Source: an optimization exercise on an open RTL-to-GDS flow (aim: small area and a short achievable clock period). Production flows keep margins and buffers that such runs may drop. Function was checked by simulation only, so behaviour that the tests miss may differ from the original.

==> flow/run.sh <==
#!/bin/bash
# The standard layout, with timing repair aimed at a setup slack margin
# (ORFS SETUP_SLACK_MARGIN): the clock period and constraints are unchanged,
# repair just keeps working on the critical paths past zero slack.
# Pin swapping is left out of repair (SKIP_PIN_SWAP) so the layout stays
# structurally close to the synthesized netlist.
set -euo pipefail
export SETUP_SLACK_MARGIN="$(cat flow/setup_margin)"
export SKIP_PIN_SWAP=1
bash standard.sh finish > standard.log 2>&1
==> flow/setup_margin <==
50
==> standard.sh <==
#!/bin/bash
# synth_recipe.tcl (not shown) runs the flow's synth.tcl, then flattens the netlist and writes it again
# the make line also repeats each setting of config.mk as NAME=value (left out here)
make -C /OpenROAD-flow-scripts/flow DESIGN_CONFIG=/design/flow/config.mk WORK_HOME=/design/flow/orfs CLKGATE_MAP_FILE= SYNTH_SCRIPT=/design/flow/synth_recipe.tcl "${@:-finish}"
==> config.mk <==
export PLATFORM = sky130hd
export DESIGN_NAME = datapath
export DESIGN_NICKNAME = datapath
export VERILOG_FILES = /design/flow/design.v
export SDC_FILE = /design/flow/constraint.sdc
export NUM_CORES = 4
export LEC_CHECK = 0
export ABC_AREA = 1
export CAP_MARGIN = 20
export CORE_MARGIN = 2
export CORE_UTILIZATION = 45
export SLEW_MARGIN = 20
==> constraint.sdc <==
create_clock -name core_clock -period 150.0 [get_ports {Clock}]
set_input_delay 30.0000 -clock core_clock [delete_from_list [all_inputs] [get_ports {Clock}]]
set_output_delay 30.0000 -clock core_clock [all_outputs]
set_load 0.01 [all_outputs]
==> design.v <==
package datapath_pkg;
  localparam int unsigned WIDTH   = 32;
  localparam int unsigned NUM_GPR = 16;
  localparam int unsigned OP_W    = 5;
  localparam int unsigned SH_W    = $clog2(WIDTH);
  localparam int unsigned IMM_W   = 19;
  typedef logic [OP_W-1:0] op_t;
  localparam op_t OP_ADD  = 5'b00011;
  localparam op_t OP_SUB  = 5'b00100;
  localparam op_t OP_AND  = 5'b00101;
  localparam op_t OP_OR   = 5'b00110;
  localparam op_t OP_ROR  = 5'b00111;
  localparam op_t OP_ROL  = 5'b01000;
  localparam op_t OP_SHR  = 5'b01001;
  localparam op_t OP_SHRA = 5'b01010;
  localparam op_t OP_SHL  = 5'b01011;
  localparam op_t OP_MUL  = 5'b01111;
  localparam op_t OP_DIV  = 5'b10000;
  localparam op_t OP_NEG  = 5'b10001;
  localparam op_t OP_NOT  = 5'b10010;
  typedef struct packed {
    logic [WIDTH-1:0] hi;
    logic [WIDTH-1:0] lo;
  } zreg_t;
endpackage
import datapath_pkg::*;
module datapath_muldiv (
  input  logic        [31:0] a,
  input  logic        [31:0] b,
  input  logic               mul,
  output logic        [63:0] prod,
  output logic        [31:0] quo,
  output logic        [31:0] rem
);
  logic [31:0] an, bn;
  logic        bz;
  assign an = a[31] ? 32'd0 - a : a;
  assign bn = b[31] ? 32'd0 - b : b;
  assign bz = (b == 32'd0);
  logic [7:0]      nz4;
  logic [7:0][1:0] l4;
  logic [3:0]      nz8;
  logic [3:0][2:0] l8;
  logic [1:0]      nz16;
  logic [1:0][3:0] l16;
  logic [4:0]      s;
  for (genvar i = 0; i < 8; i++) begin : g_lz4
    assign nz4[i] = |bn[4*i+3:4*i];
    assign l4[i]  = bn[4*i+3] ? 2'd0 : bn[4*i+2] ? 2'd1 : bn[4*i+1] ? 2'd2 : 2'd3;
  end
  for (genvar i = 0; i < 4; i++) begin : g_lz8
    assign nz8[i] = nz4[2*i+1] | nz4[2*i];
    assign l8[i]  = nz4[2*i+1] ? {1'b0, l4[2*i+1]} : {1'b1, l4[2*i]};
  end
  for (genvar i = 0; i < 2; i++) begin : g_lz16
    assign nz16[i] = nz8[2*i+1] | nz8[2*i];
    assign l16[i]  = nz8[2*i+1] ? {1'b0, l8[2*i+1]} : {1'b1, l8[2*i]};
  end
  assign s = nz16[1] ? {1'b0, l16[1]} : {1'b1, l16[0]};
  logic [31:0] dn;
  logic [63:0] x;
  assign dn = bn << s;
  assign x  = {32'd0, an} << s;
  logic signed [6:0] m2, m1, m0, mm1;
  always_comb begin
    case (dn[30:28])
      3'd0:    {m2, m1, m0, mm1} = {7'sd12, 7'sd3, -7'sd5,  -7'sd13};
      3'd1:    {m2, m1, m0, mm1} = {7'sd14, 7'sd4, -7'sd6,  -7'sd15};
      3'd2:    {m2, m1, m0, mm1} = {7'sd15, 7'sd4, -7'sd6,  -7'sd16};
      3'd3:    {m2, m1, m0, mm1} = {7'sd16, 7'sd4, -7'sd7,  -7'sd18};
      3'd4:    {m2, m1, m0, mm1} = {7'sd18, 7'sd5, -7'sd8,  -7'sd20};
      3'd5:    {m2, m1, m0, mm1} = {7'sd19, 7'sd5, -7'sd8,  -7'sd21};
      3'd6:    {m2, m1, m0, mm1} = {7'sd20, 7'sd5, -7'sd9,  -7'sd23};
      default: {m2, m1, m0, mm1} = {7'sd22, 7'sd6, -7'sd10, -7'sd25};
    endcase
  end
  logic [34:0] op1, op2;
  assign op1 = mul ? {{3{b[31]}}, b} : {3'b000, dn};
  assign op2 = {op1[33:0], 1'b0};
  logic [34:0] ss [0:16];
  logic [34:0] cc [0:16];
  logic [15:0] k1, k2, kn;        
  logic [15:0] hs0, hs1, hc0, hc1, hm;    
  assign ss[0] = mul ? 35'h0_AAAA_AAAC : {3'b000, x[63:32]};
  assign cc[0] = '0;
  for (genvar j = 0; j < 16; j++) begin : g_row
    logic [34:0] us, uc, e, ad, mj;
    logic signed [6:0] v;
    logic        q2, q1, q0, qm1;
    logic        bk2, bk1, bk0;
    assign us = {ss[j][32:0], 2'b00};
    assign uc = {cc[j][32:0], mul ? 2'b00 : x[31-2*j:30-2*j]};
    assign v   = us[34:28] + uc[34:28];
    assign q2  = v >= m2;
    assign q1  = v >= m1;
    assign q0  = v >= m0;
    assign qm1 = v >= mm1;
    assign bk2 = a[31-2*j];
    assign bk1 = a[30-2*j];
    if (j < 15) begin : g_b
      assign bk0 = a[29-2*j];
    end else begin : g_b0
      assign bk0 = 1'b0;
    end
    assign kn[j] = mul ? bk2 : q1;
    assign k1[j] = mul ? (bk1 ^ bk0) : ((q1 & ~q2) | (qm1 & ~q0));
    assign k2[j] = mul ? ((bk2 & ~bk1 & ~bk0) | (~bk2 & bk1 & bk0)) : (q2 | ~qm1);
    assign e  = (({35{k1[j]}} & op1) | ({35{k2[j]}} & op2)) ^ {35{kn[j]}};
    assign ad = {e[34] ^ mul, e[33:0]};
    assign mj = (us & uc) | (us & ad) | (uc & ad);
    assign ss[j+1] = us ^ uc ^ ad;
    assign cc[j+1] = {mj[33:0], kn[j]};
    assign hs0[j] = ss[j][33];
    assign hs1[j] = ss[j][34];
    assign hc0[j] = cc[j][33];
    assign hc1[j] = cc[j][34];
    assign hm[j]  = mj[34];
  end
  logic [63:0] pa, pb, pm;
  assign pa[34:0] = ss[16];
  assign pb[34:0] = cc[16];
  assign pm[34:0] = '0;
  for (genvar j = 1; j < 16; j++) begin : g_hi
    assign pa[65-2*j] = hs0[j];
    assign pb[65-2*j] = hc0[j];
    assign pm[65-2*j] = hm[j];
    if (j >= 2) begin : g_even
      assign pa[66-2*j] = hs1[j];
      assign pb[66-2*j] = hc1[j];
      assign pm[66-2*j] = 1'b0;
    end
  end
  assign prod = pa + pb + pm;
  logic [34:0] t;
  logic        tneg;
  logic [31:0] rx, qp, qn, uq, ur;
  for (genvar j = 0; j < 16; j++) begin : g_q
    assign qp[31-2*j:30-2*j] = {k2[j] & kn[j], k1[j] & kn[j]};
    assign qn[31-2*j:30-2*j] = {k2[j] & ~kn[j], k1[j] & ~kn[j]};
  end
  assign t    = ss[16] + cc[16];
  assign tneg = t[34];
  assign uq   = qp + ~qn + {31'd0, ~tneg};
  assign rx   = t[31:0] + (tneg ? dn : 32'd0);
  assign ur   = rx >> s;
  assign quo  = bz ? 32'hFFFF_FFFF : ((a[31] ^ b[31]) ? 32'd0 - uq : uq);
  assign rem  = bz ? a : (a[31] ? 32'd0 - ur : ur);
endmodule
module datapath_alu (
  input  logic [WIDTH-1:0] a,
  input  logic [WIDTH-1:0] b,
  input  logic [OP_W-1:0]  op,
  output logic [2*WIDTH-1:0] result
);
  logic [SH_W-1:0] sh;
  assign sh = b[SH_W-1:0];
  logic             is_neg, inv;
  logic [WIDTH-1:0] xa, sum;
  assign is_neg = (op == OP_NEG);
  assign inv    = (op == OP_SUB) | is_neg;
  assign xa     = is_neg ? '0 : a;
  assign sum    = xa + (b ^ {WIDTH{inv}}) + {{(WIDTH-1){1'b0}}, inv};
  logic             left;
  logic [SH_W-1:0]  r;
  logic [WIDTH-1:0] rot, ge;     
  logic [WIDTH-1:0] shr_m;       
  assign left = (op == OP_ROL) | (op == OP_SHL);
  assign r    = left ? (SH_W'(0) - sh) : sh;
  logic [2*WIDTH-1:0] rot2;
  assign rot2 = {a, a} >> r;
  assign rot  = rot2[WIDTH-1:0];
  for (genvar i = 0; i < WIDTH; i++) begin : g_mask
    assign ge[i]    = (SH_W'(i) >= sh);
    assign shr_m[i] = ge[WIDTH-1-i];
  end
  logic [2*WIDTH-1:0] prod;
  logic [WIDTH-1:0]   quo, rem;
  datapath_muldiv u_md (.a(a), .b(b), .mul(op == OP_MUL), .prod(prod), .quo(quo), .rem(rem));
  always_comb begin
    result = '0;
    case (op)
      OP_ADD, OP_SUB, OP_NEG: result[WIDTH-1:0] = sum;
      OP_AND:  result[WIDTH-1:0] = a & b;
      OP_OR:   result[WIDTH-1:0] = a | b;
      OP_ROR, OP_ROL: result[WIDTH-1:0] = rot;
      OP_SHR:  result[WIDTH-1:0] = rot & shr_m;
      OP_SHRA: result[WIDTH-1:0] = (rot & shr_m) | ({WIDTH{a[WIDTH-1]}} & ~shr_m);
      OP_SHL:  result[WIDTH-1:0] = rot & ge;
      OP_MUL:  result = prod;
      OP_DIV:  result = {rem, quo};
      OP_NOT:  result[WIDTH-1:0] = ~b;
      default: result = '0;
    endcase
  end
endmodule
import datapath_pkg::*;
module datapath (
  input  logic             Clock,
  input  logic             clear,
  input  logic [WIDTH-1:0] Mdatain,
  input  logic             Read,
  input  logic             write,
  input  logic R0in,  R1in,  R2in,  R3in,  R4in,  R5in,  R6in,  R7in,
  input  logic R8in,  R9in,  R10in, R11in, R12in, R13in, R14in, R15in,
  input  logic R0out, R1out, R2out, R3out, R4out, R5out, R6out, R7out,
  input  logic R8out, R9out, R10out, R11out, R12out, R13out, R14out, R15out,
  input  logic             PCin,
  input  logic             IRin,
  input  logic             MARin,
  input  logic             MDRin,
  input  logic             Yin,
  input  logic             PCout,
  input  logic             MDRout,
  input  logic             Zlowout,
  input  logic             CSignout,
  input  logic             ZMuxOut,
  input  logic             ZMuxEnbale,
  input  logic             ZSelect,
  input  logic             Zin,
  input  logic             IncPC,
  input  logic             aluin,
  input  logic [OP_W-1:0]  aluControl,
  input  logic             AND,
  output logic [WIDTH-1:0] out
);
  logic [NUM_GPR-1:0][WIDTH-1:0] gpr;
  logic [WIDTH-1:0]   pc, ir, mar, mdr, y, bus;
  logic [2*WIDTH-1:0] z, alu_res;
  logic [NUM_GPR-1:0] r_in, r_out;
  logic [OP_W-1:0]    op_sel;
  assign r_in  = {R15in, R14in, R13in, R12in, R11in, R10in, R9in, R8in,
                  R7in,  R6in,  R5in,  R4in,  R3in,  R2in,  R1in, R0in};
  assign r_out = {R15out, R14out, R13out, R12out, R11out, R10out, R9out, R8out,
                  R7out,  R6out,  R5out,  R4out,  R3out,  R2out,  R1out, R0out};
  assign op_sel = AND ? OP_AND : aluControl;
  datapath_alu u_alu (
    .a      (y),
    .b      (bus),
    .op     (op_sel),
    .result (alu_res)
  );
  always_comb begin
    bus = '0;
    if (ZMuxOut && ZMuxEnbale) bus = ZSelect ? z[2*WIDTH-1:WIDTH] : z[WIDTH-1:0];
    else if (Zlowout)          bus = z[WIDTH-1:0];
    else if (MDRout)           bus = mdr;
    else if (PCout)            bus = pc;
    else if (CSignout)         bus = {{(WIDTH-IMM_W){ir[IMM_W-1]}}, ir[IMM_W-1:0]};
    else begin
      for (int i = NUM_GPR - 1; i >= 0; i--) begin
        if (r_out[i]) bus = gpr[i];
      end
    end
  end
  assign out = bus;
  always_ff @(posedge Clock or posedge clear) begin
    if (clear) begin
      for (int i = 0; i < NUM_GPR; i++) gpr[i] <= '0;
    end else begin
      for (int i = 0; i < NUM_GPR; i++) begin
        if (r_in[i]) gpr[i] <= bus;
      end
    end
  end
  always_ff @(posedge Clock or posedge clear) begin
    if (clear) begin
      pc  <= '0;
      ir  <= '0;
      mar <= '0;
      mdr <= '0;
      y   <= '0;
      z   <= '0;
    end else begin
      if (PCin)  pc  <= bus;
      if (IRin)  ir  <= bus;
      if (MARin) mar <= bus;
      if (MDRin) mdr <= Read ? Mdatain : bus;
      if (Yin)   y   <= bus;
      if (Zin && IncPC) z <= {{WIDTH{1'b0}}, bus + 32'd1};
      else if (aluin)   z <= alu_res;
      else if (Zin)     z <= {{WIDTH{1'b0}}, bus};
    end
  end
  logic unused_sigs;
  assign unused_sigs = ^{write, mar, ir[WIDTH-1:IMM_W]};
endmodule
==> run notes, run 1 <==
status timing/DRC/antenna clean; Die ar. 206000 um^2; crit path DAT between 90 and 100 ns; Fin Setup TNS 0 ns; endpoints failing setup 0; crit share post-route 65.1%; Worst path most repeated cell nand2_1; CP Capture Type flip-flop; Min-Delay Path Depth 2; Ports 121; warnings from Yosys 5; commonest non-fill, non-tap cells in the layout nand2_1 (2524), inv_1 (1534), o21ai_0 (953); Die X ~450 um; Layout area overhead 18.0%; Hold Vio Cnt, Final 0; share of layout cells above drive strength 1 14.6%; Reg2Reg Setup Slack 81.63 ns; Worst path max stage delay 0.66 ns; Bufs and invs on worst path 72; CP max-delay cell fa_1; dominant cell type by area after synthesis dfrtp_1; Multi-input gate area 68100 um^2; max_slew headroom 11.9%; Post-Route Skew roughly 0.065 ns; setup ws final 52.33 ns; row count 165; Reg area 17300 um^2; GPL Wtd Cong 1.14; hold buffers post-CTS 0; Mapped Nets around 14000; fill count 19600; global-route wire length before repair 696000 um; R2R cell count 441; fmax roughly 10 MHz; ranking of synthesized cells by area dfrtp_1 (19%), fa_1 (12%), nand2_1 (11%); total grt overflow 0; H-Tree Depth 3; commonest non-fill, non-tap cell in the layout nand2_1; Vias/cell 6.20; Worst R2R Start gpr[448]$_DFFE_PP0P_; drt total wl 511000 um; CP required 150.55 ns; post-layout minimum cycle time 97.67 ns; clock buffer count from CTS between 70 and 80; CP top delay family simple AND/OR/NAND/NOR gates; NumNets Final 14600; Yosys reg bits between 600 and 700; initial antenna violation count 76; worst r2r dst z[42]$_DFFE_PP0P_; Post-DRT Antenna Nets 0; placed cell area 94600 um^2; largest net degree at the start of global routing 171; WS Path Type primary input to flip-flop; dpl hpwl 366000 um; worst hold slack 0.491 ns; hold path startpoint mdr[18]$_DFFE_PP0P_; CTS tree yes; Worst Hold End mdr[18]$_DFFE_PP0P_; DR WL/cell 31.8 um; design area ~110000 um^2; unrepaired setup endpoints after global routing no; Yosys top cell area share 19.0%; Max-Cap Viols 0; Cells after Synth 13200; Cells after DPL 15400; fraction of registers with async set/reset 100%; first-pass detailed-route iteration total 13; clock sink count 691; Max Root-Sink Buffers 3; Pins Over Slew Limit 0; Tot GR Track Use 47.8%; # DRC 0; Buffers on Ports 118; Reg clk slew, reported paths ~0.06 ns; routed vias 99800; final core occ 53.3%; HP Class flip-flop to flip-flop; initial core utilization 45.1%; non-filler instance count after layout 16100; crit path max fanout 34; EDFF count, synth 0; top_reg_cell synth dfrtp_1; slew of the pin with the lowest slew margin 1.31 ns; CTS root buf clkbuf_16; Setup Slack @ Placement between 30 and 40 ns; vias in the first global route 92800; Clk Latency, worst-skew pair a little over 0.7 ns; Startpoint Class primary input; core area between 200000 and 250000 um^2; sequential fraction of the synthesis area a little under a fifth; die height between 400 and 500 um; average cell area after synthesis 6.91 um^2; Netlist cell types 76; DR iter-0 viols 12400; launch point of the critical path R4out; synthesized area 91000 um^2
synth_stat cells, types with 83 or more instances:
cell         n
dfrtp_1    691
a21oi_1    912
fa_1       559
nor3_1     100
nand2_1   2704
clkbuf_1   599
o211ai_1    83
ha_1       617
nand3_1    805
o22ai_1    548
inv_1     1583
nor2_1     942
o21ai_1     85
xor2_1     743
o21ai_0   1035
buf_1      151
worst reg2reg max path: cells and delay by family, from the launching register on:
kind | cells | cell delay, ns
muxes | 2 | 0.28
buffers and inverters | 72 | 8.40
xor gates and xnor gates | 30 | 5.53
adders and majority gates | 51 | 19.65
DFF | 1 | 0.38
and+or+nand+nor | 201 | 21.21
AOI/OAI and AO/OA | 85 | 12.73
what timing repair did:
item                       4_1_cts  5_1_grt
gates resized for setup        578      658
setup endpoints to repair       64       64
gates cloned                    48       25
buffers inserted               175      266
worst max path at each step:
stage / to / slack (ns) / cells after the start
after floorplan: z[60]$_DFFE_PP0P_ / 50.19 / 434
after global placement: z[58]$_DFFE_PP0P_ / 32.34 / 412
after detailed placement: z[58]$_DFFE_PP0P_ / 31.91 / 422
after CTS: z[41]$_DFFE_PP0P_ / 50.01 / 445
after global routing: z[41]$_DFFE_PP0P_ / 49.09 / 455
final: z[42]$_DFFE_PP0P_ / 52.33 / 427
cell families after synthesis:
kind of cell	synth area share [%]
AOI/OAI and AO/OA	18.8
xor gates and xnor gates	7.52
adders and majority gates	20.8
buffers and inverters	10.9
DFF	19.0
muxes	0.363
other	0.00412
and+or+nand+nor	22.7
final cells by class:
cell class / count / area share, %
diodes: 47 / 0.110
clock buffers: 101 / 1.92
clock inverters: 25 / 0.302
inverters: 1686 / 6.04
multi-input cells: 9934 / 63.5
flip-flops and latches: 691 / 16.1
well taps: 2672 / 3.11
repair buffers: 933 / 8.92
layer usage:
layer	up-vias	track usage (%)	routed length (um)
met5	-	0	231
met4	36	45.1	58800
met3	1862	14.8	59800
met2	6350	69.1	212000
met1	48200	55.9	181000
li1	43300	-	-
state kept, by name, indices dropped and copies added, names as in the netlist:
register,cells
ir,19
gpr,512
y,32
mdr,32
pc,32
z,64
==> run 2: changes to the inputs <==
--- a/design.v
+++ b/design.v
@@ -140,3 +140,3 @@
   end
-  assign t    = ss[16] + cc[16];
+  assign t    = prod[34:0];    
   assign tneg = t[34];
==> flow/setup_margin (replaced) <==
60
==> run notes, run 2 <==
Setup Slack @ Placement 32.68 ns (+0.765 ns); largest net degree at the start of global routing 186 (+8.8%); Post-Route Skew 0.0629 ns (-0.00179 ns); slew of the pin with the lowest slew margin 1.35 ns (+0.0367 ns); GR peak layer met2; setup ws final 52.87 ns (+0.534 ns); Vias/cell 6.31 (+1.8%); Bufs and invs on worst path 63 (-13%); GR Layer Usage met1 57.1% (+1.2 points); NumNets Final 14600 (+0.069%); Cells after DPL 15200 (-1.4%); core area 198000 um^2 (-1.8%); met2 Use GR 71.0% (+1.9 points); Tot GR Track Use 49.1% (+1.4 points); # DRC 0 (unchanged); Clk Latency, worst-skew pair 0.72 ns (about the same); non-filler instance count after layout 16100 (-0.019%); hold buffers post-CTS 0 (unchanged); total grt overflow 0 (unchanged); fmax 10.3 MHz (+0.55%); Yosys reg bits 691 (unchanged); max_slew headroom 9.85% (-2.1 points); row count 163 (-1.2%); Die ar. 203000 um^2 (-1.3%); global-route wire length before repair 712000 um (+2.3%); WS Path Type primary input to flip-flop; clock sink count 691 (unchanged); Yosys top cell area share 19.3% (+0.26 points); first-pass detailed-route iteration total 7 (-6); Hold Vio Cnt, Final 0 (unchanged); dpl hpwl 352000 um (-3.6%); fraction of registers with async set/reset 100% (unchanged); warnings from Yosys 5 (unchanged); dominant cell type by area after synthesis dfrtp_1; H-Tree Depth 3 (unchanged); commonest non-fill, non-tap cells in the layout nand2_1 (2224), inv_1 (1362), a21oi_1 (989); most numerous cell in the Yosys netlist nand2_1; launch point of the critical path R6out; EDFF count, synth 0 (unchanged); CTS root buf clkbuf_16; Regs by FF count gpr: 512 flops, z: 64 flops; Reg clk slew, reported paths 0.07 ns (about the same); Die X 451 um (-0.68%); final core occ 57.2% (+3.9 points); CP max-delay cell fa_2; Startpoint Class primary input; largest register by flop count gpr; CP top delay family adder cells; Max-Cap Viols 0 (unchanged); CP Capture Type flip-flop; crit path DAT 97.68 ns (-0.54 ns); unrepaired setup endpoints after global routing yes; Cells after Synth 13000 (-1.4%); Fin Setup TNS 0 ns (unchanged); Ports 121 (unchanged); Mapped Nets 14200 (-1.5%); share of layout cells above drive strength 1 21.1% (+6.4 points); clock buffer count from CTS 76 (+4.1%); ranking of synthesized cells by area dfrtp_1 (19%), fa_1 (12%), nand2_1 (11%); Worst path most repeated cell nand2_1; Worst R2R Start gpr[459]$_DFFE_PP0P_; drt total wl 521000 um (+2.0%); max FFs per register 512 (unchanged); synthesized area 89700 um^2 (-1.4%); initial core utilization 45.4% (+0.21 points); CP required 150.55 ns (about the same); CTS tree yes; met3 usage 17.0% (+2.2 points); die height 451 um (-0.68%); DR WL/cell 32.4 um (+2.0%); HP Class flip-flop to flip-flop; vias in the first global route 94900 (+2.2%); sequential fraction of the synthesis area 19.3% (+0.26 points); Layout area overhead 26.2%; initial antenna violation count 38 (-50%); top_reg_cell synth dfrtp_1; most frequent cells after synthesis nand2_1 (2593), inv_1 (1437), a21oi_1 (1072); routed vias 102000 (+1.8%); DR iter-0 viols 13200 (+5.8%); Buffers on Ports 118 (unchanged); endpoints failing setup 0 (unchanged); hold path startpoint z[47]$_DFFE_PP0P_; commonest non-fill, non-tap cell in the layout nand2_1; average cell area after synthesis 6.91 um^2 (about the same); Max Root-Sink Buffers 3 (unchanged); crit share post-route 64.8% (-0.36 points); Post-DRT Antenna Nets 0 (unchanged); Pins Over Slew Limit 0 (unchanged); status timing/DRC/antenna clean; post-layout minimum cycle time 97.13 ns (-0.534 ns); Netlist cell types 76 (unchanged); GPL Wtd Cong 1.09 (-4.1%); crit path max fanout 37 (+8.8%); Worst path max stage delay 0.67 ns (about the same)
==> run 2: logic make-up (layout without fill, tap and decap cells) <==
family | Yosys count | in the layout | synth area share [%]
simple gates | 4889 | 4924 | 23.1
compound gates | 3058 | 3058 | 19.2
buf+inv | 2413 | 2825 | 10.4
fa+ha+maj | 1141 | 1141 | 20.3
xor+xnor | 757 | 757 | 7.40
flops | 691 | 691 | 19.3
mux | 27 | 27 | 0.301
other cells | 1 | 23 | 0.00418
==> run 2: metrics by stage <==
step,instance area (um^2),hold WS [ns]
5_1_grt,113000,0.502
3_3_place_gp,94300,0.454
6_report,113000,0.473
2_1_floorplan,91300,0.444
3_5_place_dp,94300,0.461
4_1_cts,107000,0.475
==> run 2: per-layer routing <==
layer | vias to the layer above | routed length, um
met4 | 22 | 61000
met2 | 6962 | 214000
met1 | 48900 | 181000
met3 | 2243 | 65600
met5 | - | 155
li1 | 43400 | -
==> run 2: layout make-up <==
cell class | instances | area [um^2]
well taps | 2640 | 3300
inverters | 1533 | 6100
diodes | 22 | 55.1
clock inverters | 30 | 465
fillers | 18500 | 84600
flip-flops and latches | 691 | 17300
repair inverters | 7 | 63.8
multi-input cells | 9908 | 72100
repair buffers | 1147 | 11600
clock buffers | 108 | 2190
==> run 2: worst paths after layout <==
path,to,depth (start not counted),slack [ns]
worst max register to register,z[48]$_DFFE_PP0P_,403,82.14
worst max-delay path,z[48]$_DFFE_PP0P_,396,52.87
min in group asynchronous,gpr[293]$_DFFE_PP0P_,2,29.85
max in group asynchronous,pc[10]$_DFFE_PP0P_,5,117.24
worst min-delay path,z[47]$_DFFE_PP0P_,1,0.47
worst min register to register,z[47]$_DFFE_PP0P_,1,0.47
==> run 2: timing repair <==
| item | in CTS | in global routing |
|---|---|---|
| buffers inserted | 395 | 241 |
| cloned | 81 | 17 |
| gates resized for setup | 1056 | 929 |
| endpoints found under the setup margin | 64 | 64 |
==> run 3: changes to the inputs <==
==> flow/setup_margin (replaced) <==
50
==> run notes, run 3 <==
max FFs per register 512 (unchanged); Regs by FF count gpr: 512 flops, z: 64 flops; commonest non-fill, non-tap cells in the layout nand2_1 (2389), inv_1 (1385), a21oi_1 (1029); hold path startpoint z[47]$_DFFE_PP0P_; Netlist cell types 76 (unchanged); total grt overflow 0 (unchanged); commonest non-fill, non-tap cell in the layout nand2_1; global-route wire length before repair 696000 um (-2.2%); most frequent cells after synthesis nand2_1 (2593), inv_1 (1437), a21oi_1 (1072); dpl hpwl 357000 um (+1.4%); Yosys top cell area share 19.3% (unchanged); drt total wl 516000 um (-0.93%); DR WL/cell 32.3 um (-0.19%); initial core utilization 45.4% (unchanged); warnings from Yosys 5 (unchanged); Mapped Nets 14200 (unchanged); initial antenna violation count 46 (+21%); max_slew headroom 16.4% (+6.6 points); GPL Wtd Cong 1.09 (+0.29%); ranking of synthesized cells by area dfrtp_1 (19%), fa_1 (12%), nand2_1 (11%); vias in the first global route 93000 (-1.9%); Worst R2R Start gpr[479]$_DFFE_PP0P_; row count 163 (unchanged); H-Tree Depth 3 (unchanged); HP Class flip-flop to flip-flop; routed vias 101000 (-0.95%); worst hold slack 0.475 ns (+0.00195 ns); CP top delay family adder cells; fmax 10.2 MHz (-1.3%); Reg clk slew, reported paths 0.06 ns (about the same); Max Root-Sink Buffers 3 (unchanged); Post-Route Skew 0.0400 ns (-0.0229 ns); placed cell area 93700 um^2 (-0.66%); Pins Over Slew Limit 0 (unchanged); unrepaired setup endpoints after global routing no; core area 198000 um^2 (unchanged); # DRC 0 (unchanged); crit path max fanout 25 (-32%); Die ar. 203000 um^2 (unchanged); Buffers on Ports 118 (unchanged); sequential fraction of the synthesis area 19.3% (unchanged); Fin Setup TNS 0 ns (unchanged); Worst path max stage delay 0.70 ns (+0.03 ns); Startpoint Class primary input; Yosys reg bits 691 (unchanged); Bufs and invs on worst path 67 (+6.3%); die height 451 um (unchanged); largest register by flop count gpr; NumNets Final 14500 (-0.80%); Vias/cell 6.30 (-0.21%); clock sink count 691 (unchanged); hold buffers post-CTS 0 (unchanged); Max-Cap Viols 0 (unchanged); top_reg_cell synth dfrtp_1; Tot GR Track Use 47.9% (-1.2 points); EDFF count, synth 0 (unchanged); slew of the pin with the lowest slew margin 1.25 ns (-0.100 ns); crit path DAT 98.90 ns (+1.22 ns); status timing/DRC/antenna clean; CTS tree yes; launch point of the critical path R7out; most numerous cell in the Yosys netlist nand2_1; Cells after Synth 13000 (unchanged); Hold Vio Cnt, Final 0 (unchanged); WS Path Type primary input to flip-flop; Worst path most repeated cell nand2_1; clock buffer count from CTS 76 (unchanged); CTS root buf clkbuf_16; worst r2r dst z[44]$_DFFE_PP0P_; Die X 451 um (unchanged); Clk Latency, worst-skew pair 0.69 ns (-0.03 ns); Ports 121 (unchanged); fraction of registers with async set/reset 100% (unchanged); CP max-delay cell fa_2; Reg2Reg Setup Slack 81.11 ns (-1.03 ns); post-layout minimum cycle time 98.36 ns (+1.23 ns); endpoints failing setup 0 (unchanged); design area 108000 um^2 (-4.1%); CP Capture Type flip-flop; largest net degree at the start of global routing 110 (-41%); CP required 150.53 ns (-0.02 ns); share of layout cells above drive strength 1 16.6% (-4.4 points); Post-DRT Antenna Nets 0 (unchanged); Worst Hold End z[47]$_DFFE_PP0P_; average cell area after synthesis 6.91 um^2 (unchanged); synthesized area 89700 um^2 (unchanged); DR iter-0 viols 13100 (-0.65%); R2R cell count 402 (-0.25%); first-pass detailed-route iteration total 7 (unchanged); crit share post-route 65.6% (+0.82 points); Min-Delay Path Depth 1 (unchanged); dominant cell type by area after synthesis dfrtp_1; Layout area overhead 20.9%
run 3: cell counts after synthesis:
Identical to the previous run, type by type.
run 3: repair_timing:
item	4_1_cts	5_1_grt
setup endpoints to repair	64	64
pin swaps	0	0
gates cloned	54	27
setup buffers	152	363
resized for setup	627	837
run 3: worst max path at each step:
stage                        end  depth (start not counted)
2_1_floorplan  z[62]$_DFFE_PP0P_                        434
3_3_place_gp   z[52]$_DFFE_PP0P_                        417
3_5_place_dp   z[60]$_DFFE_PP0P_                        418
4_1_cts        z[62]$_DFFE_PP0P_                        435
5_1_grt        z[62]$_DFFE_PP0P_                        466
6_report       z[44]$_DFFE_PP0P_                        400
run 3: area by class of cell:
class                      count  area (um^2)
tap                         2640         3300
inverter                    1533         5950
clock buffer                 115         2250
fill                       18900        89300
timing repair inverter         1         7.51
sequential                   691        17300
antenna                       24         60.1
multi-input combinational   9895        68700
timing repair buffer        1049        10700
clock inverter                18          263
run 3: stage by stage:
stage / util, % / cells / setup slack, ns
after floorplan: - / 13000 / 50.26
after global placement: 47.3 / 15200 / 28.97
after detailed placement: 47.3 / 15200 / 27.98
after CTS: 51.3 / 15500 / 46.98
after global routing: 54.8 / 15900 / 48.96
final: 54.8 / 16000 / 51.64
run 3: kinds of logic after synthesis:
group,after synthesis,synth area share (%)
AND/OR/NAND/NOR,4889,23.1
AO/OA/AOI/OAI,3058,19.2
buffers and inverters,2413,10.4
adder cells (fa/ha/maj),1141,20.3
XOR/XNOR,757,7.40
flip-flops,691,19.3
multiplexers,27,0.301
other,1,0.00418
run 3: routing by layer:
layer,vias to the layer above,GRT usage [%],share of wire (%),wire (um)
li1,43100,-,-,-
met1,48400,56.7,35,179000
met2,6919,70.2,41,213000
met3,2161,14.4,12,64500
met4,20,42.8,11,59300
met5,-,0,0.022,116
==> run 4: changes to the inputs <==
==> flow/setup_margin (replaced) <==
55
--- a/config.mk
+++ b/config.mk
@@ -10,3 +10,4 @@
 export CORE_MARGIN = 2
-export CORE_UTILIZATION = 45
+export CORE_UTILIZATION = 60
+export PLACE_DENSITY = 0.7
 export SLEW_MARGIN = 20
==> run notes, run 4 <==
Mapped Nets 14200 (unchanged); Yosys top cell area share 19.3% (unchanged); warnings from Yosys 5 (unchanged); largest net degree at the start of global routing about 160; clock sink count 691 (unchanged); Die X 391 um (-13%); H-Tree Depth 2 (-1); sequential fraction of the synthesis area 19.3% (unchanged); placed cell area 92200 um^2 (-1.5%); WEP type register data pin; Yosys reg bits 691 (unchanged); worst_ep grt z[60]$_DFFE_PP0P_/D; Ports 121 (unchanged); most frequent cells after synthesis nand2_1 (2593), inv_1 (1437), a21oi_1 (1072); initial core utilization 60.6% (+15 points); top_reg_cell synth dfrtp_1; Cells after DPL 14400 (-5.1%); hold buffers post-CTS 0 (unchanged); most numerous cell in the Yosys netlist nand2_1; Tot GR Track Use 85.0%; Buffers on Ports 118 (unchanged); fraction of registers with async set/reset 100% (unchanged); ranking of synthesized cells by area dfrtp_1 (19%), fa_1 (12%), nand2_1 (11%); dominant cell type by area after synthesis dfrtp_1; Failed at global routing (5_1_grt); status aborted with a tool error; Setup Slack @ Placement 34.81 ns (+6.83 ns); Netlist cell types 76 (unchanged); synthesized area 89700 um^2 (unchanged); row count 141 (-13%); total grt overflow 1128; EDFF count, synth 0 (unchanged); GPL Wtd Cong 1.13 (+3.1%); Cells after Synth 13000 (unchanged); dpl hpwl 311000 um (-13%); clock buffer count from CTS 61 (-20%); Max Root-Sink Buffers 3 (unchanged); die height 391 um (-13%); Tool Error [ERROR GRT-0232] Routing congestion too high. Check the congestion heatmap in the GUI.; CTS root buf clkbuf_16; average cell area after synthesis 6.91 um^2 (unchanged)
run 4: cells by family after synthesis:
group | count (synthesis) | synth area share [%]
AND/OR/NAND/NOR | 4889 | 23.1
AO/OA/AOI/OAI | 3058 | 19.2
buffers and inverters | 2413 | 10.4
adder cells (fa/ha/maj) | 1141 | 20.3
XOR/XNOR | 757 | 7.40
flip-flops | 691 | 19.3
multiplexers | 27 | 0.301
other | 1 | 0.00418
run 4: metrics by stage:
stage                     hold WS (ns)  utilization, %
after floorplan                  0.444               -
after global placement           0.457            62.3
after detailed placement         0.470            62.3
after CTS                        0.483            70.8
run 4: how the worst max path moves through the flow:
stage,to
detailed placement,z[48]$_DFFE_PP0P_
CTS,z[60]$_DFFE_PP0P_
floorplan,z[62]$_DFFE_PP0P_
global placement,z[48]$_DFFE_PP0P_
run 4: layer usage:
layer / track usage [%] / overflow
met5: 48.7 / 14
met4: 88.0 / 399
met3: 73.2 / 85
met2: 97.8 / 563
met1: 83.6 / 67
run 4: what timing repair did:
item,4_1_cts
cloned,94
gates resized for setup,1086
setup endpoints to repair,64
pin swaps,0
buffers inserted,472
==> run 5: changes to the inputs <==
--- a/design.v
+++ b/design.v
@@ -140,3 +140,3 @@
   end
-  assign t    = prod[34:0];    
+  assign t    = ss[16] + cc[16];
   assign tneg = t[34];
==> flow/setup_margin (replaced) <==
50
--- a/config.mk
+++ b/config.mk
@@ -10,3 +10,3 @@
 export CORE_MARGIN = 2
-export CORE_UTILIZATION = 60
+export CORE_UTILIZATION = 45
 export PLACE_DENSITY = 0.7
==> run notes, run 5 <==
fraction of registers with async set/reset 100% (unchanged); Max-Cap Viols 0; die height 454 um (+16%); max FFs per register between 500 and 600; CTS root buf clkbuf_16; EDFF count, synth 0 (unchanged); Die X 454 um (+16%); clock sink count 691 (unchanged); # DRC 0; Post-DRT Antenna Nets 0; largest net degree at the start of global routing 166; synthesized area 91000 um^2 (+1.4%); slew of the pin with the lowest slew margin 1.23 ns; share of layout cells above drive strength 1 15.1%; CP Capture Type flip-flop; DR WL/cell 30.6 um; CTS tree yes; total grt overflow 0; Buffers on Ports 118 (unchanged); crit share post-route 65.6%; Fin Setup TNS 0 ns; average cell area after synthesis 6.91 um^2 (about the same); GPL Wtd Cong 1.12 (-0.74%); dominant cell type by area after synthesis dfrtp_1; ranking of synthesized cells by area dfrtp_1 (19%), fa_1 (12%), nand2_1 (11%); Tot GR Track Use 45.6%; initial core utilization 45.1% (-15 points); WS Path Type primary input to flip-flop; Hold Vio Cnt, Final 0; top_reg_cell synth dfrtp_1; global-route wire length before repair 671000 um; Ports 121 (unchanged); crit path max fanout 23; Mapped Nets 14400 (+1.5%); Vias/cell 6.25; hold path startpoint z[61]$_DFFE_PP0P_; warnings from Yosys 5 (unchanged); CP max-delay cell fa_2; row count 165 (+17%); Pins Over Slew Limit 0; core area 201000 um^2; Max Root-Sink Buffers 3 (unchanged); Layout area overhead 19.2%; max_slew headroom 17.4%; HP Class flip-flop to flip-flop; first-pass detailed-route iteration total 10; launch point of the critical path R14out; Die ar. 206000 um^2; most frequent cells after synthesis nand2_1 (2704), inv_1 (1583), o21ai_0 (1035); largest register by flop count gpr; DR iter-0 viols 16600; clock buffer count from CTS 78 (+28%); initial antenna violation count 57; commonest non-fill, non-tap cells in the layout nand2_1 (2511), inv_1 (1532), o21ai_0 (952); commonest non-fill, non-tap cell in the layout nand2_1; vias in the first global route 89800; post-layout minimum cycle time 98.42 ns; status timing/DRC/antenna clean; endpoints failing setup 0; hold buffers post-CTS 0 (unchanged); sequential fraction of the synthesis area 19.0% (-0.26 points); fmax slightly above 10 MHz; unrepaired setup endpoints after global routing no; Post-Route Skew between 0.02 and 0.03 ns; routed vias 101000; CP required around 150 ns; Yosys top cell area share 19.0% (-0.26 points); drt total wl 494000 um; Netlist cell types 76 (unchanged); most numerous cell in the Yosys netlist nand2_1; Yosys reg bits 691 (unchanged); Regs by FF count gpr: 512 flops, z: 64 flops; Reg clk slew, reported paths 0.06 ns; crit path DAT slightly below 100 ns; H-Tree Depth 3 (+1); Worst path max stage delay between 0.7 and 0.8 ns; Startpoint Class primary input; Worst R2R Start gpr[448]$_DFFE_PP0P_; Worst path most repeated cell nand2_1; Cells after Synth 13200 (+1.4%); NumNets Final 14600; dpl hpwl 344000 um (+11%); Clk Latency, worst-skew pair approximately 0.7 ns
run 5: cell count changes after synthesis, moves of 12 or more:
| cell | previous run | this run |
|---|---|---|
| nor2_1 | 1016 | 942 |
| or2_2 | 83 | 61 |
| a31oi_1 | 41 | 65 |
| o211ai_1 | 67 | 83 |
| fa_1 | 527 | 559 |
| inv_1 | 1437 | 1583 |
| nand2_1 | 2593 | 2704 |
| o21ai_0 | 931 | 1035 |
| nor2_2 | 32 | 20 |
| a21oi_1 | 1072 | 912 |
| nor3_1 | 81 | 100 |
| xor2_1 | 715 | 743 |
| buf_2 | 66 | 81 |
| clkbuf_1 | 621 | 599 |
run 5: area by class of cell:
type                       count  area [um^2]
multi-input combinational   9939        68500
sequential                   691        17300
clock inverter                27          394
fill                       19500        93100
inverter                    1686         6550
antenna                       84          210
timing repair buffer         953         9940
tap                         2672         3340
clock buffer                 110         2210
run 5: metrics by stage:
step / std cells / setup WS [ns] / util [%] / cell area, um^2 / hold slack [ns]
after floorplan: 13200 / 50.19 / - / 91000 / 0.444
after global placement: 15400 / 30.15 / 46.9 / 94500 / 0.466
after detailed placement: 15400 / 29.98 / 46.9 / 94500 / 0.465
after CTS: 15800 / 50.02 / 51.1 / 103000 / 0.481
after global routing: 16100 / 49.14 / 53.8 / 108000 / 0.500
final: 16200 / 51.58 / 53.8 / 108000 / 0.480
run 5: final timing paths:
kind                                   endpoint  slack, ns  depth (start not counted)
max in group asynchronous  gpr[352]$_DFFE_PP0P_     117.14                          5
max                           z[39]$_DFFE_PP0P_      51.58                        418
min in group asynchronous    pc[30]$_DFFE_PP0P_      29.93                          2
min reg2reg                   z[61]$_DFFE_PP0P_       0.48                          2
max reg2reg                   z[39]$_DFFE_PP0P_      80.99                        420
min                           z[61]$_DFFE_PP0P_       0.48                          2
run 5: layer usage:
metal	track usage (%)	routed length, um
met1	60.8	189000
met2	58.6	184000
met3	22.2	84000
met4	26.6	36000
met5	0	1260
run 5: critical path, delay by kind of cell:
| kind | cells | cell delay, ns |
|---|---|---|
| fa+ha+maj | 53 | 20.78 |
| simple gates | 168 | 18.90 |
| compound gates | 93 | 13.99 |
| buf+inv | 73 | 8.83 |
| xor+xnor | 31 | 6.07 |
run 5: logic make-up (layout without fill, tap and decap cells):
logic type	after synthesis	count (layout)	share of synthesized area, %
AOI/OAI and AO/OA	3032	3034	18.8
xor gates and xnor gates	780	780	7.52
adders and majority gates	1176	1176	20.8
buffers and inverters	2553	2776	10.9
DFF	691	691	19.0
muxes	33	33	0.363
other	1	85	0.00412
and+or+nand+nor	4891	4915	22.7
run 5: repair_timing:
action,in CTS,in global routing
gates cloned,56,21
gates resized for setup,641,718
setup endpoints to repair,64,64
buffers inserted,223,246
==> run 6: changes to the inputs <==
--- a/config.mk
+++ b/config.mk
@@ -10,4 +10,3 @@
 export CORE_MARGIN = 2
-export CORE_UTILIZATION = 45
-export PLACE_DENSITY = 0.7
+export CORE_UTILIZATION = 50
 export SLEW_MARGIN = 20
==> run notes, run 6 <==
CP Capture Type flip-flop; hold buffers post-CTS 0 (unchanged); dominant cell type by area after synthesis dfrtp_1; R2R cell count 420 (unchanged); first-pass detailed-route iteration total 7 (-3); Worst path most repeated cell nand2_1; Netlist cell types 76 (unchanged); mux contribution to synthesized area 0.363% (unchanged); Worst R2R Start gpr[448]$_DFFE_PP0P_; fraction of registers with async set/reset 100% (unchanged); Multi-input gate area 69200 um^2 (+1.1%); routed vias 100000 (-0.76%); Worst Hold End mdr[28]$_DFFE_PP0P_; most frequent cells after synthesis nand2_1 (2704), inv_1 (1583), o21ai_0 (1035); drt total wl 485000 um (-2.0%); clock buffer count from CTS 71 (-9.0%); fill count 16400 (-16%); initial antenna violation count 23 (-60%); Vias/cell 6.34 (+1.3%); hold path startpoint mdr[28]$_DFFE_PP0P_; share of layout cells above drive strength 1 16.1% (+0.98 points); area fraction in compound gates after synthesis 18.8% (unchanged); Tot GR Track Use 49.7% (+4.1 points); Clk Latency, worst-skew pair 0.72 ns (+0.02 ns); Post-Route Skew 0.0405 ns (+0.0115 ns); worst r2r dst z[40]$_DFFE_PP0P_; average cell area after synthesis 6.91 um^2 (unchanged); commonest non-fill, non-tap cells in the layout nand2_1 (2498), inv_1 (1523), o21ai_0 (953); WS Path Type primary input to flip-flop; Yosys top cell area share 19.0% (unchanged); Post-DRT Antenna Nets 0 (unchanged); CTS root buf clkbuf_16; # DRC 0 (unchanged); initial core utilization 50.3% (+5.2 points); Max Root-Sink Buffers 3 (unchanged); largest register by flop count gpr; commonest non-fill, non-tap cell in the layout nand2_1; Cells after Synth 13200 (unchanged); worst hold slack 0.487 ns (+0.00640 ns); DR WL/cell 30.6 um (+0.11%); largest family of logic cells by synthesized area simple AND/OR/NAND/NOR gates; HP Class flip-flop to flip-flop; fmax 10.1 MHz (-0.28%); Reg clk slew, reported paths 0.06 ns (about the same); crit path max fanout 24 (+4.3%); clock sink count 691 (unchanged); NumNets Final 14600 (+0.23%); total grt overflow 0 (unchanged); Adder-Cell Fraction of Synth Area 20.8% (unchanged); Mapped Nets 14400 (unchanged); Layout area overhead 19.7%; endpoints failing setup 0 (unchanged); core area 181000 um^2 (-10%); Synth Area in Simple Gates 22.7% (unchanged); largest net degree at the start of global routing 155 (-6.6%); most numerous cell in the Yosys netlist nand2_1; Fin Setup TNS 0 ns (unchanged); die height 431 um (-5.1%); slew of the pin with the lowest slew margin 1.30 ns (+0.0771 ns); status timing/DRC/antenna clean; CP required 150.54 ns (about the same); Yosys reg bits 691 (unchanged); CP max-delay cell fa_2; top_reg_cell synth dfrtp_1; Startpoint Class primary input; dpl hpwl 328000 um (-4.6%); crit path DAT 99.23 ns (+0.26 ns); CTS tree yes; Pins Over Slew Limit 0 (unchanged); sequential fraction of the synthesis area 19.0% (unchanged); Max-Cap Viols 0 (unchanged); Worst path max stage delay 0.82 ns (+0.11 ns); EDFF count, synth 0 (unchanged); post-layout minimum cycle time 98.69 ns (+0.275 ns); Ports 121 (unchanged); setup ws final 51.31 ns (-0.275 ns); Buffers on Ports 118 (unchanged); ranking of synthesized cells by area dfrtp_1 (19%), fa_1 (12%), nand2_1 (11%); warnings from Yosys 5 (unchanged); Die ar. 185000 um^2 (-9.9%); max_slew headroom 12.2% (-5.2 points); Hold Vio Cnt, Final 0 (unchanged); Post-Synth XOR/XNOR Area 7.52% (unchanged); Min-Delay Path Depth 2 (unchanged); unrepaired setup endpoints after global routing no; H-Tree Depth 3 (unchanged); max FFs per register 512 (unchanged); global-route wire length before repair 665000 um (-0.88%); row count 156 (-5.5%); Reg2Reg Setup Slack 80.64 ns (-0.35 ns); crit share post-route 65.8% (+0.18 points); Reg area 17300 um^2 (unchanged); vias in the first global route 93000 (+3.6%); GPL Wtd Cong 1.08 (-3.7%); Setup Slack @ Placement 29.19 ns (-0.793 ns); DR iter-0 viols 13900 (-16%); Regs by FF count gpr: 512 flops, z: 64 flops; synthesized area 91000 um^2 (unchanged); Die X 431 um (-5.1%)
==> run 6: cell counts after synthesis <==
No cell type changed its count.
==> run 6: cell type report <==
type / instances / share of cell area (%)
clock buffer: 100 / 1.86
timing repair buffer: 999 / 9.59
inverter: 1686 / 6.01
antenna: 19 / 0.0437
tap: 2370 / 2.72
clock inverter: 28 / 0.312
timing repair inverter: 1 / 0.00690
multi-input combinational: 9933 / 63.6
sequential: 691 / 15.9
==> run 6: routing by layer <==
| layer | part of all wire (%) | wire (um) | track usage [%] |
|---|---|---|---|
| met1 | 33 | 161000 | 55.8 |
| met5 | 0.021 | 101 | 0 |
| met2 | 43 | 206000 | 75.5 |
| met3 | 11 | 52300 | 11.5 |
| met4 | 14 | 65600 | 51.9 |
==> run 6: timing repair <==
| action | in CTS | in global routing |
|---|---|---|
| setup buffers | 233 | 286 |
| cloned | 55 | 28 |
| resized for setup | 734 | 753 |
| endpoints found under the setup margin | 64 | 64 |
==> run 6: how the worst max path moves through the flow <==
stage                      start                 to  slack (ns)
after detailed placement  R12out  z[46]$_DFFE_PP0P_       29.19
after global placement    R12out  z[42]$_DFFE_PP0P_       29.73
after global routing      R14out  z[57]$_DFFE_PP0P_       48.75
after floorplan           R14out  z[60]$_DFFE_PP0P_       50.19
final                     R14out  z[40]$_DFFE_PP0P_       51.31
after CTS                 R12out  z[57]$_DFFE_PP0P_       50.00
==> run 6: logic make-up after synthesis <==
kind of cell | Yosys count
AND/OR/NAND/NOR | 4891
AO/OA/AOI/OAI | 3032
buffers and inverters | 2553
adder cells (fa/ha/maj) | 1176
XOR/XNOR | 780
flip-flops | 691
multiplexers | 33
other | 1
==> run 6: per-stage QoR <==
| stage | std cells | utilization (%) | instance area (um^2) |
|---|---|---|---|
| finish | 15800 | 60.2 | 109000 |
| global route | 15800 | 60.2 | 109000 |
| CTS | 15500 | 56.8 | 103000 |
| detailed placement | 15100 | 52.0 | 94000 |
| global placement | 15100 | 52.0 | 94000 |
| floorplan | 13200 | - | 91000 |
==> run 6: worst max-delay path, delay by kind of cell <==
| family | cells | cell delay, ns |
|---|---|---|
| buffers and inverters | 64 | 8.40 |
| xor gates and xnor gates | 30 | 6.08 |
| AOI/OAI and AO/OA | 96 | 14.05 |
| and+or+nand+nor | 172 | 19.71 |
| adders and majority gates | 51 | 20.43 |
==> run 7: changes to the inputs <==
==> flow/setup_margin (replaced) <==
53
--- a/config.mk
+++ b/config.mk
@@ -10,3 +10,3 @@
 export CORE_MARGIN = 2
-export CORE_UTILIZATION = 50
+export CORE_UTILIZATION = 45
 export SLEW_MARGIN = 20
==> run notes, run 7 <==
core area 201000 um^2 (+11%); CTS tree yes; fmax 10.2 MHz (+0.99%); initial antenna violation count 31 (+35%); Clk Latency, worst-skew pair 0.71 ns (about the same); row count 165 (+5.8%); share of layout cells above drive strength 1 19.6% (+3.6 points); Max-Cap Viols 0 (unchanged); Worst path most repeated cell nand2_2; fill count 19100 (+16%); synthesized area 91000 um^2 (unchanged); Synth Area in Simple Gates 22.7% (unchanged); Tot GR Track Use 47.4% (-2.3 points); final core occ 56.1% (-4.1 points); EDFF count, synth 0 (unchanged); Worst path max stage delay 0.77 ns (-0.05 ns); CTS root buf clkbuf_16; average cell area after synthesis 6.91 um^2 (unchanged); CP required 150.60 ns (+0.06 ns); slew of the pin with the lowest slew margin 1.46 ns (+0.157 ns); post-layout minimum cycle time 97.73 ns (-0.964 ns); commonest non-fill, non-tap cell in the layout nand2_1; CP top delay family adder cells; most frequent cells after synthesis nand2_1 (2704), inv_1 (1583), o21ai_0 (1035); worst hold slack 0.474 ns (-0.0129 ns); sequential fraction of the synthesis area 19.0% (unchanged); clock buffer count from CTS 73 (+2.8%); WS Path Type primary input to flip-flop; most numerous cell in the Yosys netlist nand2_1; fraction of registers with async set/reset 100% (unchanged); unrepaired setup endpoints after global routing yes; area fraction in compound gates after synthesis 18.8% (unchanged); Ports 121 (unchanged); warnings from Yosys 5 (unchanged); max_slew headroom 1.60% (-11 points); Adder-Cell Fraction of Synth Area 20.8% (unchanged); Post-DRT Antenna Nets 0 (unchanged); Max Used Layer met5; Pins Over Slew Limit 0 (unchanged); commonest non-fill, non-tap cells in the layout nand2_1 (2432), inv_1 (1501), o21ai_0 (912); Yosys reg bits 691 (unchanged); status timing/DRC/antenna clean; crit path DAT 98.33 ns (-0.90 ns); NumNets Final 14800 (+1.1%); Post-Route Skew 0.0377 ns (-0.00286 ns); largest net degree at the start of global routing 130 (-16%); DR WL/cell 31.0 um (+1.2%); Hold Vio Cnt, Final 0 (unchanged); met1 WL 178000 um (+11%); clock sink count 691 (unchanged); first-pass detailed-route iteration total 9 (+2); vias in the first global route 95200 (+2.4%); max FFs per register 512 (unchanged); met3 routed WL 53300 um (+1.9%); global-route wire length before repair 700000 um (+5.2%); ranking of synthesized cells by area dfrtp_1 (19%), fa_1 (12%), nand2_1 (11%); Post-Synth XOR/XNOR Area 7.52% (unchanged); mux contribution to synthesized area 0.363% (unchanged); Reg clk slew, reported paths 0.06 ns (about the same); Vias/cell 6.21 (-2.1%); crit share post-route 65.2% (-0.64 points); Reg2Reg Setup Slack 81.53 ns (+0.89 ns); Netlist cell types 76 (unchanged); Regs by FF count gpr: 512 flops, z: 64 flops; CP max-delay cell a31oi_1; Layout area overhead 24.4%; crit path max fanout 22 (-8.3%); top_reg_cell synth dfrtp_1; Bufs and invs on worst path 79 (+23%); initial core utilization 45.1% (-5.2 points); Max Root-Sink Buffers 3 (unchanged); DR iter-0 viols 12900 (-7.5%); Mapped Nets 14400 (unchanged); dpl hpwl 347000 um (+5.8%); # DRC 0 (unchanged); total grt overflow 0 (unchanged); routed vias 101000 (+0.80%); met2 WL post-DR 215000 um (+4.3%); HP Class flip-flop to flip-flop; Cells after Synth 13200 (unchanged); endpoints failing setup 0 (unchanged); Buffers on Ports 118 (unchanged); CP Capture Type flip-flop; Startpoint Class primary input; Die ar. 206000 um^2 (+11%); drt total wl 505000 um (+4.2%); H-Tree Depth 3 (unchanged); Yosys top cell area share 19.0% (unchanged); Fin Setup TNS 0 ns (unchanged); dominant cell type by area after synthesis dfrtp_1; Die X 454 um (+5.4%); largest family of logic cells by synthesized area simple AND/OR/NAND/NOR gates; die height 454 um (+5.4%); GPL Wtd Cong 1.10 (+1.9%); largest register by flop count gpr
==> run 7: cell count changes in the layout (fill, tap and decap cells not counted), sizes merged, moves of 5 or more <==
cell and change:
nand2 +5, bufbuf +12, clkinvlp -7, buf +156
inv +6
==> run 7: path summary, 6_finish.rpt <==
path / startpoint / end / depth (start not counted)
worst max register to register: gpr[448]$_DFFE_PP0P_ / z[40]$_DFFE_PP0P_ / 417
worst min-delay path: z[63]$_DFFE_PP0P_ / z[63]$_DFFE_PP0P_ / 2
max in group asynchronous: clear / pc[19]$_DFFE_PP0P_ / 5
worst max-delay path: R14out / z[40]$_DFFE_PP0P_ / 414
min in group asynchronous: clear / gpr[322]$_DFFE_PP0P_ / 2
worst min register to register: z[63]$_DFFE_PP0P_ / z[63]$_DFFE_PP0P_ / 2
==> run 7: what timing repair did <==
| action | 4_1_cts | 5_1_grt |
|---|---|---|
| gates cloned | 77 | 14 |
| resized for setup | 1200 | 840 |
| setup buffers | 427 | 226 |
| setup endpoints to repair | 64 | 64 |
| hold buffers | 0 | 0 |
==> run 7: worst min-delay path, delay by kind of cell (launching register included) <==
kind	cells	cell delay [ns]
flops	1	0.34
simple gates	2	0.10
==> run 7: area by class of cell <==
type,instances,area [um^2],share of cell area (%)
Timing Repair Buffer,1160,11900,10.5
Sequential cell,691,17300,15.3
Tap cell,2672,3340,2.96
Clock inverter,27,357,0.315
Multi-Input combinational cell,9939,71600,63.3
Inverter,1686,6520,5.77
Clock buffer,103,2050,1.81
Antenna cell,17,42.5,0.0376
==> run 7: metrics by stage <==
step / std cells / setup WS (ns) / instance area, um^2
after CTS: 16000 / 53.00 / 107000
final: 16300 / 52.27 / 113000
after global routing: 16300 / 50.05 / 113000
after detailed placement: 15400 / 28.59 / 94600
after floorplan: 13200 / 53.00 / 91100
after global placement: 15400 / 29.36 / 94600
==> run 7: cell families (layout without fill, tap and decap cells) <==
family,Yosys count,in the layout
AO/OA/AOI/OAI,3032,3033
XOR/XNOR,780,780
adder cells (fa/ha/maj),1176,1176
buffers and inverters,2553,2976
flip-flops,691,691
multiplexers,33,33
other,1,18
AND/OR/NAND/NOR,4891,4916
==> run 7: metal layers <==
| layer | vias up | GRT usage (%) |
|---|---|---|
| met1 | 48900 | 55.6 |
| met3 | 1944 | 11.8 |
| met5 | - | 0 |
| li1 | 43800 | - |
| met4 | 14 | 43.3 |
| met2 | 6436 | 71.4 |
==> run 8: changes to the inputs <==
--- a/design.v
+++ b/design.v
@@ -140,3 +140,3 @@
   end
-  assign t    = ss[16] + cc[16];
+  assign t    = prod[34:0];    
   assign tneg = t[34];
==> flow/setup_margin (replaced) <==
50
--- a/config.mk
+++ b/config.mk
@@ -8,5 +8,5 @@
 export ABC_AREA = 1
-export CAP_MARGIN = 20
+export CAP_MARGIN = 10
 export CORE_MARGIN = 2
 export CORE_UTILIZATION = 45
-export SLEW_MARGIN = 20
+export SLEW_MARGIN = 10
==> run notes, run 8 <==
Ports 121 (unchanged); largest family of logic cells by synthesized area simple AND/OR/NAND/NOR gates; sequential fraction of the synthesis area 19.3% (+0.26 points); DR WL/cell 32.5 um (+4.8%); CP max-delay cell fa_2; # DRC 0 (unchanged); launch point of the critical path R13out; crit path DAT 98.64 ns (+0.31 ns); Fin Setup TNS 0 ns (unchanged); crit share post-route 65.3% (+0.20 points); Regs by FF count gpr: 512 flops, z: 64 flops; fraction of registers with async set/reset 100% (unchanged); Post-Route Skew 0.0320 ns (-0.00570 ns); slew of the pin with the lowest slew margin 1.61 ns (+0.146 ns); initial antenna violation count 49 (+58%); share of layout cells above drive strength 1 16.7% (-2.9 points); most frequent cells after synthesis nand2_1 (2593), inv_1 (1437), a21oi_1 (1072); max_slew headroom -7.07% (-8.7 points); Worst R2R Start gpr[458]$_DFFE_PP0P_; total grt overflow 0 (unchanged); EDFF count, synth 0 (unchanged); GPL Wtd Cong 1.09 (-0.49%); top_reg_cell synth dfrtp_1; Worst path most repeated cell nand2_1; Post-Synth XOR/XNOR Area 7.40% (-0.12 points); Die X 451 um (-0.68%); commonest non-fill, non-tap cell in the layout nand2_1; CTS root buf clkbuf_16; ranking of synthesized cells by area dfrtp_1 (19%), fa_1 (12%), nand2_1 (11%); Reg clk slew, reported paths 0.07 ns (about the same); Hold Vio Cnt, Final 0 (unchanged); HP Class flip-flop to flip-flop; Yosys reg bits 691 (unchanged); Post-DRT Antenna Nets 0 (unchanged); H-Tree Depth 3 (unchanged); crit path max fanout 19 (-14%); mux contribution to synthesized area 0.301% (-0.062 points); most numerous cell in the Yosys netlist nand2_1; Setup Slack @ Placement 28.18 ns (-0.405 ns); CP required 150.62 ns (+0.02 ns); Adder-Cell Fraction of Synth Area 20.3% (-0.47 points); clock buffer count from CTS 76 (+4.1%); hold path startpoint z[55]$_DFFE_PP0P_; Startpoint Class primary input; warnings from Yosys 5 (unchanged); dpl hpwl 357000 um (+2.8%); CTS tree yes; Mapped Nets 14200 (-1.5%); clock sink count 691 (unchanged); die height 451 um (-0.68%); Max Root-Sink Buffers 3 (unchanged); area fraction in compound gates after synthesis 19.2% (+0.38 points); average cell area after synthesis 6.91 um^2 (about the same); initial core utilization 45.4% (+0.21 points); Layout area overhead 21.4%; Yosys top cell area share 19.3% (+0.26 points); Pins Over Slew Limit 6 (+6); row count 163 (-1.2%); Blocking Checks max-capacitance violations, max-slew violations; post-layout minimum cycle time 98.02 ns (+0.294 ns); global-route wire length before repair 709000 um (+1.2%); Tot GR Track Use 48.9% (+1.5 points); vias in the first global route 93700 (-1.6%); Clk Latency, worst-skew pair 0.69 ns (-0.02 ns); status failed layout checks; DR iter-0 viols 13900 (+7.6%); Buffers on Ports 118 (unchanged); hold buffers post-CTS 0 (unchanged); dominant cell type by area after synthesis dfrtp_1; endpoints failing setup 0 (unchanged); max FFs per register 512 (unchanged); WS Path Type primary input to flip-flop; Max-Cap Viols 2 (+2); Cells after Synth 13000 (-1.4%); unrepaired setup endpoints after global routing no; worst hold slack 0.477 ns (+0.00341 ns); commonest non-fill, non-tap cells in the layout nand2_1 (2386), inv_1 (1389), a21oi_1 (1028); NumNets Final 14500 (-2.1%); Worst path max stage delay 0.69 ns (-0.08 ns); Synth Area in Simple Gates 23.1% (+0.47 points); largest net degree at the start of global routing 110 (-15%); first-pass detailed-route iteration total 7 (-2); drt total wl 520000 um (+2.9%); synthesized area 89700 um^2 (-1.4%); core area 198000 um^2 (-1.8%); design area 109000 um^2 (-3.8%); fmax 10.2 MHz (-0.30%); placed cell area 93600 um^2 (-1.0%); CP Capture Type flip-flop; setup ws final 51.98 ns (-0.294 ns); Vias/cell 6.32 (+1.8%); largest register by flop count gpr; routed vias 101000 (-0.063%); Die ar. 203000 um^2 (-1.3%); Netlist cell types 76 (unchanged)
-- run 8: cell count changes in the layout (fill, tap and decap cells not counted), sizes merged, moves of 82 or more --
cell	before	now
a21oi	918	1078
inv	1652	1494
nand2	2811	2696
o21ai	1126	1018
buf	1006	918
nor2	975	1057
-- run 8: cells by family after synthesis --
| logic type | Yosys count |
|---|---|
| and+or+nand+nor | 4889 |
| adders and majority gates | 1141 |
| AOI/OAI and AO/OA | 3058 |
| xor gates and xnor gates | 757 |
| muxes | 27 |
| DFF | 691 |
| other | 1 |
| buffers and inverters | 2413 |
-- run 8: cell type report --
class,instances,area (um^2)
timing repair inverter,1,7.51
timing repair buffer,1072,11100
clock inverter,24,309
antenna,23,57.6
sequential,691,17300
fill,18900,88900
inverter,1533,5960
tap,2640,3300
clock buffer,111,2220
multi-input combinational,9895,68600
-- run 8: critical path: cells and delay by family --
| family | cells | cell delay (ns) |
|---|---|---|
| xor gates and xnor gates | 29 | 5.58 |
| buffers and inverters | 65 | 7.60 |
| AOI/OAI and AO/OA | 99 | 14.56 |
| and+or+nand+nor | 170 | 18.81 |
| adders and majority gates | 56 | 21.61 |
-- run 8: path summary, 6_finish.rpt --
path / end / slack [ns] / depth (start not counted)
setup / recovery: z[49]$_DFFE_PP0P_ / 51.98 / 419
setup reg to reg: z[49]$_DFFE_PP0P_ / 81.37 / 413
min in group asynchronous: gpr[454]$_DFFE_PP0P_ / 29.83 / 2
hold reg to reg: z[55]$_DFFE_PP0P_ / 0.48 / 2
max in group asynchronous: y[9]$_DFFE_PP0P_ / 116.95 / 5
hold / removal: z[55]$_DFFE_PP0P_ / 0.48 / 2
-- run 8: timing repair --
item                       4_1_cts  5_1_grt
buffers inserted               284      249
resized for setup              748      703
setup endpoints to repair       64       64
cloned                          68       20
-- run 8: stage by stage --
step                util [%]  std cells
floorplan                  -      13000
global placement        47.3      15200
detailed placement      47.3      15200
CTS                     52.2      15700
global route            55.0      16000
finish                  55.0      16000
-- run 8: routing by layer --
metal	GRT usage [%]	share of wire (%)	up-vias
met4	43.2	12	26
met2	71.1	41	7102
met1	57.5	35	48600
li1	-	-	43200
met3	16.3	12	2174
met5	0.0947	0.052	-

## afterwards: timing with drivers on the ports
In the flow no input, the clock included, has a driving cell. The finished layouts below were timed again as built, in two steps. Step 1: set_driving_cell puts a clkbuf_16 on Clock and a buf_2 on each other input, an assumption about the parent block. Step 2, shift: input delay + t, output delay - t, t = (earliest + latest rising clock arrival at the registers) / 2. This alone moves slack from input paths to output paths. Slacks: ideal / step 1 / step 2; pairs: ideal / step 1.
run	t, ns	slack for setup (ns)	hold WS [ns]	worst setup path at the end	latest minus earliest clock arrival (ns)
run 1	0.777	52.335 / 52.197 / 51.420	0.491 / 0.491 / 0.491	input to register	0.065 / 0.066
run 2	0.771	52.869 / 52.888 / 52.117	0.473 / 0.473 / 0.473	input to register	0.063 / 0.062
run 3	0.748	51.635 / 51.693 / 50.944	0.475 / 0.475 / 0.475	input to register	0.042 / 0.041
run 5	0.778	51.584 / 51.309 / 50.531	0.480 / 0.480 / 0.480	input to register	0.030 / 0.030
run 6	0.769	51.309 / 51.355 / 50.586	0.487 / 0.487 / 0.487	input to register	0.042 / 0.042
run 7	0.767	52.273 / 52.306 / 51.539	0.474 / 0.474 / 0.474	input to register	0.039 / 0.038
run 8	0.762	51.978 / 52.017 / 51.255	0.477 / 0.477 / 0.477	input to register	0.033 / 0.033
The setup slack of run 5, which loses most, moves by -0.275 ns with the drivers and by -1.053 ns with both steps.
